From an optimization exercise on the open Yosys and OpenROAD flow, aimed at small area, a short achievable clock period and few clock cycles per item; shortcuts taken in it are not production practice. The RTL was checked by simulation tests, not by an equivalence proof against the original design.

## flow/design.v (module list and top-level ports; edited modules follow where they fit)
// module force_class: 32 lines
// module force_gather: 1547 lines
// module md_lr_top: 208 lines
module md_lr_top (
  input  logic                         clk,
  input  logic                         rst,
  output logic                         pready,
  input  logic                         pvalid,
  input  logic [md_lr_pkg::PADDRW-1:0] paddr,
  input  md_lr_pkg::particle_t         pwdata,
  input  logic                         plast,
  input  logic                         fready,
  output logic                         fvalid,
  output logic [md_lr_pkg::PADDRW-1:0] faddr,
  output logic                         flast,
  output md_lr_pkg::force_t            fdata
);
  // ...
==> flow/flow/run.sh <==
#!/bin/bash
# The standard layout (standard.sh) with three changes:
#  - after the standard synthesis, flow/fa_polarity.py drops the inverters that
#    Yosys leaves between full adders, by letting some full adders compute on
#    complemented signals (a full adder is self-dual); registers and every
#    other cell are untouched, so the netlist still does what the synthesis did;
#  - the buffers the flow puts on every input and output port are buf_4 cells
#    instead of the resizer's default pick, a slow delay buffer. Every port
#    still gets its own buffer;
#  - the timing repairs after clock-tree synthesis and global routing aim for
#    6.2 ns of setup slack at the design's clock period (the constraints are
#    unchanged), so they also work on paths that already meet 10 ns.
# Each tool's output goes to a log file of its own in this folder.
set -euo pipefail
export BUFFER_PORTS_ARGS="-buffer_cell sky130_fd_sc_hd__buf_4"
export SETUP_SLACK_MARGIN=6.2
RES=orfs/results/sky130hd/md_lr_top/base
bash standard.sh synth > standard_synth.log 2>&1
cp $RES/1_2_yosys.v $RES/1_2_yosys.standard.v
python3 flow/fa_polarity.py $RES/1_2_yosys.standard.v $RES/1_2_yosys.polarity.v > fa_polarity.log 2>&1
cp $RES/1_2_yosys.polarity.v $RES/1_2_yosys.v
rm -f $RES/1_synth.odb $RES/1_synth.sdc
bash standard.sh > standard.log 2>&1
==> flow/flow/fa_polarity.py <==
#!/usr/bin/env python3
"""Remove inverters around full adders in a mapped sky130 netlist.

A full adder is self-dual: FA(~a, ~b, ~c) = (~sum, ~cout). Yosys's extract_fa
leaves many inverters between full adders. This pass picks, for every fa cell,
whether it computes on true or on complemented signals so that as few nets as
possible need an inverted copy, then rebuilds the inverters: one inv_1 per net
that some load needs complemented.

Usage: fa_polarity.py IN.v OUT.v
Only inverters whose chains start at a net that feeds or is driven by a full
adder are touched. Registers and every other cell keep their pins, except that
a load may now read a net directly instead of through an inverter pair.
"""
import re
import sys
from collections import defaultdict

CELL_RE = re.compile(r"^  (sky130_fd_sc_hd__\w+) (\\\S+ |[^\s\\]\S*) \(\n(.*?)\n  \);\n", re.S | re.M)
PIN_RE = re.compile(r'\.(\w+)\((.*?)\)(?:,)?$')
OUT_PINS = {'X', 'Y', 'Q', 'Q_N', 'SUM', 'COUT', 'HI', 'LO'}


def is_inv(t):
    return re.fullmatch(r'sky130_fd_sc_hd__(inv|clkinv)_\d+', t) is not None


def is_fa(t):
    return re.fullmatch(r'sky130_fd_sc_hd__fa_\d+', t) is not None


def main(src, dst):
    text = open(src).read()
    cells = []          # [type, name, [(pin, net)], span]
    for m in CELL_RE.finditer(text):
        pins = []
        for line in m.group(3).split('\n'):
            pm = PIN_RE.match(line.strip())
            if not pm:
                raise SystemExit(f'cannot parse pin line: {line!r}')
            pins.append((pm.group(1), pm.group(2)))
        cells.append([m.group(1), m.group(2), pins, m.span()])

    driver = {}                     # net -> cell index
    loads = defaultdict(list)       # net -> [(cell index, pin position)]
    for ci, (t, n, pins, _) in enumerate(cells):
        for k, (p, net) in enumerate(pins):
            if p in OUT_PINS:
                driver[net] = ci
            else:
                loads[net].append((ci, k))

    if len(cells) != text.count('\n  sky130_fd_sc_hd__'):
        raise SystemExit('could not parse every cell')

    outs = set()
    for m in re.finditer(r'^\s*output (?:\[(\d+):(\d+)\] )?(\S+);', text, re.M):
        if m.group(1):
            for i in range(int(m.group(2)), int(m.group(1)) + 1):
                outs.add(f'{m.group(3)}[{i}]')
        else:
            outs.add(m.group(3))

    def base_of(net):
        """Follow inverters back to the first net not driven by an inverter."""
        par = 0
        seen = 0
        while net in driver and is_inv(cells[driver[net]][0]) and seen < 64:
            ci = driver[net]
            net = dict(cells[ci][2])['A']
            par ^= 1
            seen += 1
        return net, par

    fa_idx = [ci for ci, c in enumerate(cells) if is_fa(c[0])]
    fa_set = set(fa_idx)

    # Managed base nets: driven by an FA, or feeding an FA (through inverters).
    managed = set()
    for ci in fa_idx:
        for p, net in cells[ci][2]:
            if p in ('SUM', 'COUT'):
                managed.add(net)
            else:
                managed.add(base_of(net)[0])

    # Every load of a managed base net, reached directly or through inverters.
    # Each becomes (cell, pin position, parity of the value it needs).
    inv_removed = set()
    uses = defaultdict(list)        # base -> [(ci, k, parity)]
    ok = True
    for b in managed:
        stack = [(b, 0)]
        while stack:
            net, par = stack.pop()
            if net in outs and par == 1:
                ok = False          # an output port fed by an inverter chain
            for ci, k in loads.get(net, []):
                t = cells[ci][0]
                if is_inv(t):
                    inv_removed.add(ci)
                    y = dict(cells[ci][2])['Y']
                    if y in outs:
                        ok = False
                    stack.append((y, par ^ 1))
                else:
                    uses[b].append((ci, k, par))
    if not ok:
        raise SystemExit('an output port is driven through a managed inverter; leaving netlist alone')

    flip = {ci: 0 for ci in fa_idx}
    drv_fa = {}
    for b in managed:
        if b in driver and driver[b] in fa_set:
            drv_fa[b] = driver[b]
    # FA input pins per FA: list of (base, k)
    fa_in = defaultdict(list)
    for b, us in uses.items():
        for ci, k, par in us:
            if ci in fa_set:
                fa_in[ci].append(b)
    fa_out = defaultdict(list)
    for b, ci in drv_fa.items():
        fa_out[ci].append(b)

    def need(b):
        """Does base b need a complemented copy under the current flips?"""
        xd = flip[drv_fa[b]] if b in drv_fa else 0
        for ci, k, par in uses[b]:
            xf = flip[ci] if ci in fa_set else 0
            if par ^ xd ^ xf:
                return 1
        return 0

    cur = {b: need(b) for b in managed}
    before = sum(cur.values())

    def sweep(order, allow_equal):
        changed = 0
        for ci in order:
            aff = set(fa_in[ci]) | set(fa_out[ci])
            old = sum(cur[b] for b in aff)
            flip[ci] ^= 1
            new = {b: need(b) for b in aff}
            d = sum(new.values()) - old
            if d < 0 or (allow_equal and d == 0):
                cur.update(new)
                changed += d < 0
            else:
                flip[ci] ^= 1
        return changed

    # Greedy sweeps, with a fixed-seed shuffle and plateau moves to get out
    # of local minima; the best assignment seen is kept.
    import random
    rng = random.Random(1)
    best = (sum(cur.values()), dict(flip))
    order = list(fa_idx)
    for it in range(60):
        rng.shuffle(order)
        sweep(order, allow_equal=(it % 3 != 2))
        tot = sum(cur.values())
        if tot < best[0]:
            best = (tot, dict(flip))
    flip.update(best[1])
    cur = {b: need(b) for b in managed}
    after = sum(cur.values())

    # Rebuild: reconnect loads, drop old inverters, add one inverter per base.
    newnet = {}
    new_cells = []
    for b in sorted(managed):
        if cur[b]:
            nn = f'_polinv_{len(newnet)}_'
            newnet[b] = nn
            new_cells.append(f'  sky130_fd_sc_hd__inv_1 _polinv_c{len(new_cells)}_ (\n'
                             f'    .A({b}),\n    .Y({nn})\n  );\n')
    for b in managed:
        xd = flip[drv_fa[b]] if b in drv_fa else 0
        for ci, k, par in uses[b]:
            xf = flip[ci] if ci in fa_set else 0
            p, _ = cells[ci][2][k]
            cells[ci][2][k] = (p, newnet[b] if par ^ xd ^ xf else b)
    # A flipped FA's outputs carry the complement; the reconnection above
    # already accounts for that. Its inputs are reconnected as well.

    out = []
    pos = 0
    for ci, (t, n, pins, (s, e)) in enumerate(cells):
        out.append(text[pos:s])
        pos = e
        if ci in inv_removed:
            continue
        body = ',\n'.join(f'    .{p}({net})' for p, net in pins)
        out.append(f'  {t} {n} (\n{body}\n  );\n')
    tail = text[pos:]
    # Insert the new cells before endmodule, and their wires after the header.
    k = tail.rindex('endmodule')
    tail = tail[:k] + ''.join(new_cells) + tail[k:]
    res = ''.join(out) + tail
    decl = ''.join(f'  wire {nn};\n' for nn in newnet.values())
    i = res.index(');\n', res.index('module ')) + 3
    res = res[:i] + decl + res[i:]
    open(dst, 'w').write(res)
    print(f'fa cells {len(fa_idx)}, flipped {sum(flip.values())}; managed nets {len(managed)}; '
          f'inverters removed {len(inv_removed)}, added {len(new_cells)} '
          f'(complemented nets {before} -> {after})', file=sys.stderr)


if __name__ == '__main__':
    main(sys.argv[1], sys.argv[2])
==> flow/standard.sh <==
#!/bin/bash
# synth_recipe.tcl (not shown) runs the flow's synth.tcl, then flattens the netlist and writes it again
# the make line also repeats each setting of config.mk as NAME=value (left out here)
make -C /OpenROAD-flow-scripts/flow DESIGN_CONFIG=/design/flow/config.mk WORK_HOME=/design/flow/orfs CLKGATE_MAP_FILE= SYNTH_SCRIPT=/design/flow/synth_recipe.tcl "${@:-finish}"
==> flow/config.mk <==
export PLATFORM = sky130hd
export DESIGN_NAME = md_lr_top
export DESIGN_NICKNAME = md_lr_top
export VERILOG_FILES = /design/flow/design.v
export SDC_FILE = /design/flow/constraint.sdc
export NUM_CORES = 4
export LEC_CHECK = 0
export ABC_AREA = 1
export CAP_MARGIN = 20
export CORE_MARGIN = 2
export CORE_UTILIZATION = 40
export CTS_CLUSTER_DIAMETER = 100
export CTS_CLUSTER_SIZE = 20
export SLEW_MARGIN = 20
==> flow/constraint.sdc <==
create_clock -name core_clock -period 10.0 [get_ports {clk}]
set_input_delay 2.0000 -clock core_clock [delete_from_list [all_inputs] [get_ports {clk}]]
set_output_delay 2.0000 -clock core_clock [all_outputs]
set_load 0.01 [all_outputs]
==> summary.txt, run 1 <==
outcome finished clean; CTS Root Buffer Type clkbuf_16; Post-DP Area roughly 58000 µm²; Worst EP arrival between 4 and 5 ns; Metal-1 WL 79350 µm; Non-Clock Buffer Count approximately 140; worst path cell trace nand2_1 -> nand3_1 -> o21ai_0 -> fa_1 -> inv_1 -> fa_1 -> fa_1 -> fa_1; dpl hpwl 152400 µm; CTS Sinks 930; Die Span Y 375.2 µm; met1 usage 36.71%; RSZ-0062 raised after global routing true; Final Net Count about 5900; max FFs per register ~220; WP depth 8; maximum number of pins on one net before global-route repair between 80 and 90; CP max-delay cell o21ai_0; CTS tree yes; M3 GR Usage roughly 2.8%; row cnt 136; via count 37810; critical path's top delay family adder cells; Final period util a little under two fifths; area of the multi-input gates 25150 µm²; clk_buf instances 76; Detailed Routing Iterations Pass 1 6; endpoints failing setup 0; Syn Area/Cell 10.70 µm²; Startpoint Class flop; GRT overflow 0; crit path time final between 3 and 4 ns; Most Used Layer, Global Route met2; final WL 184700 µm; DR WL/cell about 26 µm; Worst-Skew Late Latency approximately 0.73 ns; worst-path fanout max 9; DR iter-0 viols about 4000; fraction of layout cells with a size suffix above 1 under 10%; worst-margin pin slew 1.079 ns; Layout clock area frac 2.701%
Testbench counts, summed over its fixed seeds: cycles 1,402, items 1,214.
==> run 2, diff against run 1 <==
--- a/flow/flow/run.sh
+++ b/flow/flow/run.sh
@@ -8,12 +8,12 @@
 #    instead of the resizer's default pick, a slow delay buffer. Every port
 #    still gets its own buffer;
 #  - the timing repairs after clock-tree synthesis and global routing aim for
-#    6.2 ns of setup slack at the design's clock period (the constraints are
+#    6.3 ns of setup slack at the design's clock period (the constraints are
 #    unchanged), so they also work on paths that already meet 10 ns.
 # Each tool's output goes to a log file of its own in this folder.
 set -euo pipefail
 export BUFFER_PORTS_ARGS="-buffer_cell sky130_fd_sc_hd__buf_4"
-export SETUP_SLACK_MARGIN=6.2
+export SETUP_SLACK_MARGIN=6.3
 RES=orfs/results/sky130hd/md_lr_top/base
 bash standard.sh synth > standard_synth.log 2>&1
 cp $RES/1_2_yosys.v $RES/1_2_yosys.standard.v
==> summary.txt, run 2 <==
Final Wtd Congestion 1.045 (was 1.046); H-tree depth 2 (unchanged); antenna-violating nets left 0 (unchanged); Layout Utilization 43.72% (was 43.51%); CTS max path bufs 3 (unchanged); GRT overflow 0 (unchanged); final setup margin 6.282 ns (was 6.172 ns); die width 375.2 µm (unchanged); crit-path most repeated cell fa_1 (unchanged); Clock Pin Slew Worst Setup and Hold Paths 0.09 ns (was 0.08 ns); outcome finished clean (unchanged); DIE AREA 140800 µm² (unchanged); fillers 12890 (was 12840); Critical Path RT 10.43 ns (about the same); Num CTS Buffers 55 (unchanged); DRC errors left 0 (unchanged); CTS Sinks 930 (unchanged); core area 137200 µm² (unchanged); max FFs per register 224 (unchanged); Initial Utilization 40.19% (unchanged); CTS tree yes (unchanged); worst-margin pin slew 1.056 ns (was 1.079 ns); initial antenna violation count 4 (unchanged); Worst-Skew Late Latency 0.73 ns (about the same); number of port buffers 83 (unchanged); Final period util 37.18% (was 38.28%); Syn Area/Cell 10.70 µm² (unchanged); max-slew violation count 0 (unchanged); final WL 181400 µm (was 184700 µm); Post-CTS Hold Buffers 0 (unchanged); biggest regs lb: 224 flops, s1_cls: 144 flops, cb_q: 128 flops (unchanged); fraction of layout cells with a size suffix above 1 5.904% (was 5.061%); dpl hpwl 149900 µm (was 152400 µm); DR WL/cell 25.69 µm (was 26.19 µm); Post-Synthesis Net Count 5831 (unchanged); via count 38080 (was 37810); skew final 0.05207 ns (was 0.05604 ns); post-synthesis cell area 55120 µm² (unchanged); dpl ws 5.331 ns (was 4.589 ns); maximum number of pins on one net before global-route repair 76 (was 81); Worst EP arrival 4.15 ns (was 4.26 ns); Synth Instances 5154 (unchanged); wire length of the first global-routing pass 254900 µm (was 261000 µm); crit path time final 3.718 ns (was 3.828 ns); worst-path fanout max 9 (unchanged); kind of critical path reg2reg (unchanged); Synth Warn # 5 (unchanged); Detailed Routing Iterations Pass 1 6 (unchanged); CTS Root Buffer Type clkbuf_16 (unchanged); Global Route Usage Sum 25.48% (was 26.15%); CP max stage delay 0.54 ns (was 0.68 ns); RSZ-0062 raised after global routing true (unchanged); final hold viol count 0 (unchanged); setup TNS 0 ns (unchanged); fmax 0.2690 GHz (was 0.2612 GHz); Startpoint Class flop (unchanged); headroom to the max-slew limit 29.61% (was 28.08%); most frequent cells in the layout 1287 x nand2_1, 881 x edfxtp_1, 555 x inv_1, 489 x o21ai_0, 445 x fa_1 (was 1286 x nand2_1, 881 x edfxtp_1, 554 x inv_1, 515 x o21ai_0, 449 x fa_1); Reg with most FFs lb (unchanged); Die Span Y 375.2 µm (unchanged); endpoints failing setup 0 (unchanged); CP max-delay cell fa_1 (was o21ai_0); Top Ports 84 (unchanged); worst path cell trace o21ai_0 -> nand2_1 -> o21ai_0 -> ha_1 -> fa_1 -> fa_1 -> fa_1 (was nand2_1 -> nand3_1 -> o21ai_0 -> fa_1 -> inv_1 -> fa_1 -> fa_1 -> fa_1); CP endpoint kind flop (unchanged); commonest non-fill, non-tap cell in the layout nand2_1 (unchanged); Layout area overhead 8.775% (was 8.249%); Via density 5.392 (was 5.364); DR iter-0 viols 4417 (was 4009); final hold slack 0.3910 ns (was 0.3994 ns); Final Net Count 5915 (was 5903); vias in the first global route 35440 (was 35900); Hold Crit Class reg2reg (unchanged); MaxCap Viol Count 0 (unchanged); row cnt 136 (unchanged)
==> run 2: through the flow <==
stage	cells	instance area, µm²
after detailed placement	6941	57820
after CTS	7046	59570
after global placement	6939	57800
after floorplan	5154	55210
after global routing	7062	59960
final	7063	59960
==> run 2: per-layer routing <==
metal / wire length (µm) / global-route usage [%] / up-vias
li1: - / - / 17590
met1: 78370 / 36.13 / 18600
met2: 80060 / 38.85 / 1627
met3: 12150 / 2.740 / 268
met4: 10850 / 13.14 / 0
met5: 0 / 0 / -
==> run 2: layout make-up <==
cell class                 count  area, µm²  area share [%]
antenna                        1      2.502        0.004173
clock buffer                  75       1451           2.421
clock inverter                12      157.7          0.2629
inverter                     567       2138           3.566
multi-input combinational   3528      25310           42.22
sequential                   930      27450           45.77
tap                         1794       2245           3.744
timing repair buffer         156       1207           2.014
==> run 2: worst max-delay path: cells and delay by family (launching register included) <==
family	cells	cell delay, ns
fa+ha+maj	4	1.83
simple gates	1	0.28
flops	1	0.53
compound gates	2	0.78
==> run 2: final timing paths <==
path,from,end,slack [ns],cells past startpoint
setup / recovery,s1_cls[51],u_gather.rz[39],6.28,7
hold / removal,lb[3][0],cb_q[3][0],0.39,0
hold reg to reg,lb[3][0],cb_q[3][0],0.39,0
setup reg to reg,s1_cls[51],u_gather.rz[39],6.28,7
==> run 2: repair_timing <==
action,4_1_cts,5_1_grt
pin swaps,7,8
gates resized for setup,22,106
buffers inserted,18,15
setup endpoints to repair,56,73
==> run 3, diff against run 2 <==
==> flow/flow/run.sh (replaced) <==
#!/bin/bash
# The standard layout (standard.sh) with three changes:
#  - after the standard synthesis, flow/fa_polarity.py drops the inverters that
#    Yosys leaves between full adders, by letting some full adders compute on
#    complemented signals (a full adder is self-dual), and a few gates that
#    feed them by their complementary cell (o21ai by o21a, say); registers are
#    untouched, so the netlist still does what the synthesis did;
#  - the buffers the flow puts on every input and output port are buf_4 cells
#    instead of the resizer's default pick, a slow delay buffer. Every port
#    still gets its own buffer;
#  - the timing repairs after clock-tree synthesis and global routing aim for
#    6.4 ns of setup slack at the design's clock period (the constraints are
#    unchanged), so they also work on paths that already meet 10 ns.
# Each tool's output goes to a log file of its own in this folder.
set -euo pipefail
export BUFFER_PORTS_ARGS="-buffer_cell sky130_fd_sc_hd__buf_4"
export SETUP_SLACK_MARGIN=6.4
RES=orfs/results/sky130hd/md_lr_top/base
bash standard.sh synth > standard_synth.log 2>&1
cp $RES/1_2_yosys.v $RES/1_2_yosys.standard.v
python3 flow/fa_polarity.py $RES/1_2_yosys.standard.v $RES/1_2_yosys.polarity.v > fa_polarity.log 2>&1
cp $RES/1_2_yosys.polarity.v $RES/1_2_yosys.v
rm -f $RES/1_synth.odb $RES/1_synth.sdc
bash standard.sh > standard.log 2>&1
--- a/flow/flow/fa_polarity.py
+++ b/flow/flow/fa_polarity.py
@@ -23,6 +23,17 @@
 
 def is_inv(t):
     return re.fullmatch(r'sky130_fd_sc_hd__(inv|clkinv)_\d+', t) is not None
+
+
+TWIN = {}
+for a, b, da in (('o21ai_0', 'o21a_1', 2.5), ('o21ai_1', 'o21a_1', 2.5),
+                 ('a21oi_1', 'a21o_1', 2.5), ('o211ai_1', 'o211a_1', 2.5),
+                 ('a211oi_1', 'a211o_1', 2.5), ('a22oi_1', 'a22o_1', 1.25),
+                 ('o22ai_1', 'o22a_1', 2.5), ('nand2_1', 'and2_1', 2.5),
+                 ('nor2_1', 'or2_1', 2.5), ('nand3_1', 'and3_1', 1.25),
+                 ('nor3_1', 'or3_1', 1.25)):
+    TWIN['sky130_fd_sc_hd__' + a] = ('sky130_fd_sc_hd__' + b, 'Y', 'X', da / 3.75)
+INV_COST = 1.0
 
 
 def is_fa(t):
@@ -110,9 +121,16 @@
 
     flip = {ci: 0 for ci in fa_idx}
     drv_fa = {}
+    twin_idx = []
     for b in managed:
         if b in driver and driver[b] in fa_set:
             drv_fa[b] = driver[b]
+        elif b in driver and cells[driver[b]][0] in TWIN and b not in outs:
+            ci = driver[b]
+            drv_fa[b] = ci
+            flip[ci] = 0
+            twin_idx.append(ci)
+    swap_cost = {ci: TWIN[cells[ci][0]][3] for ci in twin_idx}
     # FA input pins per FA: list of (base, k)
     fa_in = defaultdict(list)
     for b, us in uses.items():
@@ -143,6 +161,8 @@
             flip[ci] ^= 1
             new = {b: need(b) for b in aff}
             d = sum(new.values()) - old
+            if ci in swap_cost:
+                d += swap_cost[ci] if flip[ci] else -swap_cost[ci]
             if d < 0 or (allow_equal and d == 0):
                 cur.update(new)
                 changed += d < 0
@@ -154,12 +174,14 @@
     # of local minima; the best assignment seen is kept.
     import random
     rng = random.Random(1)
-    best = (sum(cur.values()), dict(flip))
-    order = list(fa_idx)
+    def total():
+        return sum(cur.values()) + sum(swap_cost[ci] for ci in twin_idx if flip[ci])
+    best = (total(), dict(flip))
+    order = list(fa_idx) + twin_idx
     for it in range(60):
         rng.shuffle(order)
         sweep(order, allow_equal=(it % 3 != 2))
-        tot = sum(cur.values())
+        tot = total()
         if tot < best[0]:
             best = (tot, dict(flip))
     flip.update(best[1])
@@ -183,6 +205,15 @@
             cells[ci][2][k] = (p, newnet[b] if par ^ xd ^ xf else b)
     # A flipped FA's outputs carry the complement; the reconnection above
     # already accounts for that. Its inputs are reconnected as well.
+
+    nswap = 0
+    for ci in twin_idx:
+        if flip[ci]:
+            t, n, pins, span = cells[ci]
+            tw, po, pt, _ = TWIN[t]
+            cells[ci][0] = tw
+            cells[ci][2] = [(pt if p == po else p, net) for p, net in pins]
+            nswap += 1
 
     out = []
     pos = 0
@@ -202,9 +233,10 @@
     i = res.index(');\n', res.index('module ')) + 3
     res = res[:i] + decl + res[i:]
     open(dst, 'w').write(res)
-    print(f'fa cells {len(fa_idx)}, flipped {sum(flip.values())}; managed nets {len(managed)}; '
+    print(f'fa cells {len(fa_idx)}, flipped {sum(flip[ci] for ci in fa_idx)}; managed nets {len(managed)}; '
           f'inverters removed {len(inv_removed)}, added {len(new_cells)} '
-          f'(complemented nets {before} -> {after})', file=sys.stderr)
+          f'(complemented nets {before} -> {after}), gates swapped for their complement {nswap}',
+          file=sys.stderr)
 
 
 if __name__ == '__main__':
--- a/flow/config.mk
+++ b/flow/config.mk
@@ -9,6 +9,6 @@
 export CAP_MARGIN = 20
 export CORE_MARGIN = 2
 export CORE_UTILIZATION = 40
-export CTS_CLUSTER_DIAMETER = 100
-export CTS_CLUSTER_SIZE = 20
+export CTS_CLUSTER_DIAMETER = 120
+export CTS_CLUSTER_SIZE = 24
 export SLEW_MARGIN = 20
==> summary.txt, run 3 <==
outcome finished clean (unchanged); number of port buffers 83 (unchanged); Synth Instances 5134 (was 5154); setup TNS 0 ns (unchanged); Final Net Count 5915 (unchanged); Synth Warn # 5 (unchanged); RSZ-0062 raised after global routing true (unchanged); Initial Utilization 40.16% (was 40.19%); final setup margin 6.345 ns (was 6.282 ns); biggest regs lb: 224 flops, s1_cls: 144 flops, cb_q: 128 flops (unchanged); fmax 0.2736 GHz (was 0.2690 GHz); Final period util 36.55% (was 37.18%); CP endpoint kind flop (unchanged); max FFs per register 224 (unchanged); dpl ws 5.558 ns (was 5.331 ns); RR Startpoint s1_cls[105] (was s1_cls[51]); fraction of layout cells with a size suffix above 1 8.758% (was 5.904%); Global Route Usage Sum 25.82% (was 25.48%); dpl hpwl 150500 µm (was 149900 µm); DIE AREA 140700 µm² (was 140800 µm²); H-tree depth 2 (unchanged); row cnt 136 (unchanged); skew final 0.07449 ns (was 0.05207 ns); DR WL/cell 26.00 µm (was 25.69 µm); core area 137200 µm² (unchanged); wire length of the first global-routing pass 256800 µm (was 254900 µm); R2R depth 10 (was 7); GRT overflow 0 (unchanged); Startpoint Class flop (unchanged); Top Ports 84 (unchanged); die width 375.1 µm (was 375.2 µm); worst-path fanout max 7 (was 9); CTS tree yes (unchanged); endpoints failing setup 0 (unchanged); via count 38090 (was 38080); Final Wtd Congestion 1.042 (was 1.045); placed cells 6920 (was 6941); CTS Sinks 930 (unchanged); Via density 5.395 (was 5.392); commonest non-fill, non-tap cell in the layout nand2_1 (unchanged); Hold Crit Class reg2reg (unchanged); crit path capture u_gather.rz[31] (was u_gather.rz[39]); CTS max path bufs 3 (unchanged); initial antenna violation count 3 (was 4); Layout area overhead 9.836% (was 8.775%); Num CTS Buffers 46 (was 55); Detailed Routing Iterations Pass 1 6 (unchanged); Clock Pin Slew Worst Setup and Hold Paths 0.09 ns (about the same); Setup crit start s1_cls[105] (was s1_cls[51]); Die Span Y 375.1 µm (was 375.2 µm); post-synthesis cell area 55080 µm² (was 55120 µm²); DRC errors left 0 (unchanged); Worst-Skew Late Latency 0.72 ns (was 0.73 ns); Reg with most FFs lb (unchanged); Critical Path RT 10.41 ns (was 10.43 ns); antenna-violating nets left 0 (unchanged); DR iter-0 viols 4239 (was 4417); Syn Area/Cell 10.73 µm² (was 10.70 µm²); kind of critical path reg2reg (unchanged); MaxCap Viol Count 0 (unchanged); vias in the first global route 35780 (was 35440); CTS Root Buffer Type clkbuf_16 (unchanged); Post-Layout Cell Count 7061 (was 7063); depth of the worst hold-timing path 0 (unchanged); flop2flop setup slack 6.34 ns (was 6.28 ns); Worst EP arrival 4.07 ns (was 4.15 ns); worst-margin pin slew 1.155 ns (was 1.056 ns); maximum number of pins on one net before global-route repair 81 (was 76); reg2reg end u_gather.rz[31] (was u_gather.rz[39]); final hold viol count 0 (unchanged); Post-Synthesis Net Count 5811 (was 5831); headroom to the max-slew limit 22.89% (was 29.61%); crit path time final 3.655 ns (was 3.718 ns); max-slew violation count 0 (unchanged); most frequent cells in the layout 1262 x nand2_1, 881 x edfxtp_1, 525 x inv_1, 419 x o21ai_0, 412 x fa_1 (was 1287 x nand2_1, 881 x edfxtp_1, 555 x inv_1, 489 x o21ai_0, 445 x fa_1); final WL 183600 µm (was 181400 µm)
[run 3: cell types whose count changed in the layout (fill, tap and decap cells not counted), moves of 23 or more]
cell / before / now
inv_1: 555 / 525
fa_2: 6 / 39
nand2_2: 2 / 25
o21ai_2: 10 / 37
o21ai_1: 65 / 92
o21ai_0: 489 / 419
nand2_1: 1287 / 1262
fa_1: 445 / 412
[run 3: metrics by stage]
| stage | cell area (µm²) | util, % | hold slack (ns) |
|---|---|---|---|
| after CTS | 59480 | 43.37 | 0.4007 |
| after global placement | 57770 | 42.12 | 0.4006 |
| after floorplan | 55170 | - | 0.4003 |
| after global routing | 60490 | 44.10 | 0.4136 |
| final | 60500 | 44.11 | 0.4023 |
| after detailed placement | 57770 | 42.12 | 0.4045 |
[run 3: layer usage]
metal  vias up  wire, µm  part of all wire (%)  GRT usage, %
met3       283     12520                   6.8         3.095
met4         0     10850                   5.9         12.56
met5         -         0                     0             0
met1     18690     78500                    43         36.03
li1      17570         -                     -             -
met2      1548     81740                    45         40.16
[run 3: cell type report]
type	count	area, µm²
fillers	12850	76650
flip-flops and latches	930	27450
multi-input cells	3528	25920
well taps	1794	2245
inverters	547	2074
repair buffers	185	1449
clock buffers	64	1219
clock inverters	10	142.6
diodes	3	7.507
[run 3: worst min path at each step]
stage	start	endpoint	slack [ns]
finish	lb[2][0]	cb_q[2][0]	0.40
global route	lb[3][5]	cb_q[3][5]	0.41
CTS	lb[2][0]	cb_q[2][0]	0.40
detailed placement	lb[0][4]	cb_q[0][4]	0.40
global placement	lb[9][5]	cb_q[9][5]	0.40
floorplan	lb[0][0]	cb_q[0][0]	0.40
[run 3: repair_timing]
action,in CTS,in global routing
setup buffers,25,39
gates resized for setup,100,243
pin swaps,12,65
setup endpoints to repair,87,86
hold buffers,0,0
[run 3: critical path: stages, from the launching register on]
cell and delay, ns:
edfxtp_1 0.53, inv_1 0.10, o211ai_1 0.34, buf_4 0.23
nand2_4 0.06, o21ai_4 0.08, fa_2 0.52, inv_2 0.09
fa_1 0.45, fa_1 0.55, fa_1 0.44

==> what the ideal ports hide <==
Ports are ideal in the flow. The routed layouts listed here were re-timed in OpenROAD. Step 1: set_driving_cell puts a clkbuf_16 on clk and a buf_2 on each other input, an assumption about the parent block. Step 2 also shifts input and output timing later by t, the mid clock arrival at the registers, as if the neighbouring blocks saw the same clock. a / b / c = no drivers / after step 1 / after step 2; a / b = the first two.
run	shift t [ns]	setup WS [ns]	latest minus earliest clock arrival (ns)
run 1	0.774	6.172 / 6.172 / 5.759	0.057 / 0.057
run 2	0.778	6.282 / 6.282 / 5.889	0.055 / 0.055
run 3	0.760	6.345 / 6.345 / 5.880	0.076 / 0.075
After both steps every run listed still meets setup and hold. The setup slack of run 3, which loses most, moves by 0.000 ns with the drivers and by -0.465 ns with both steps.
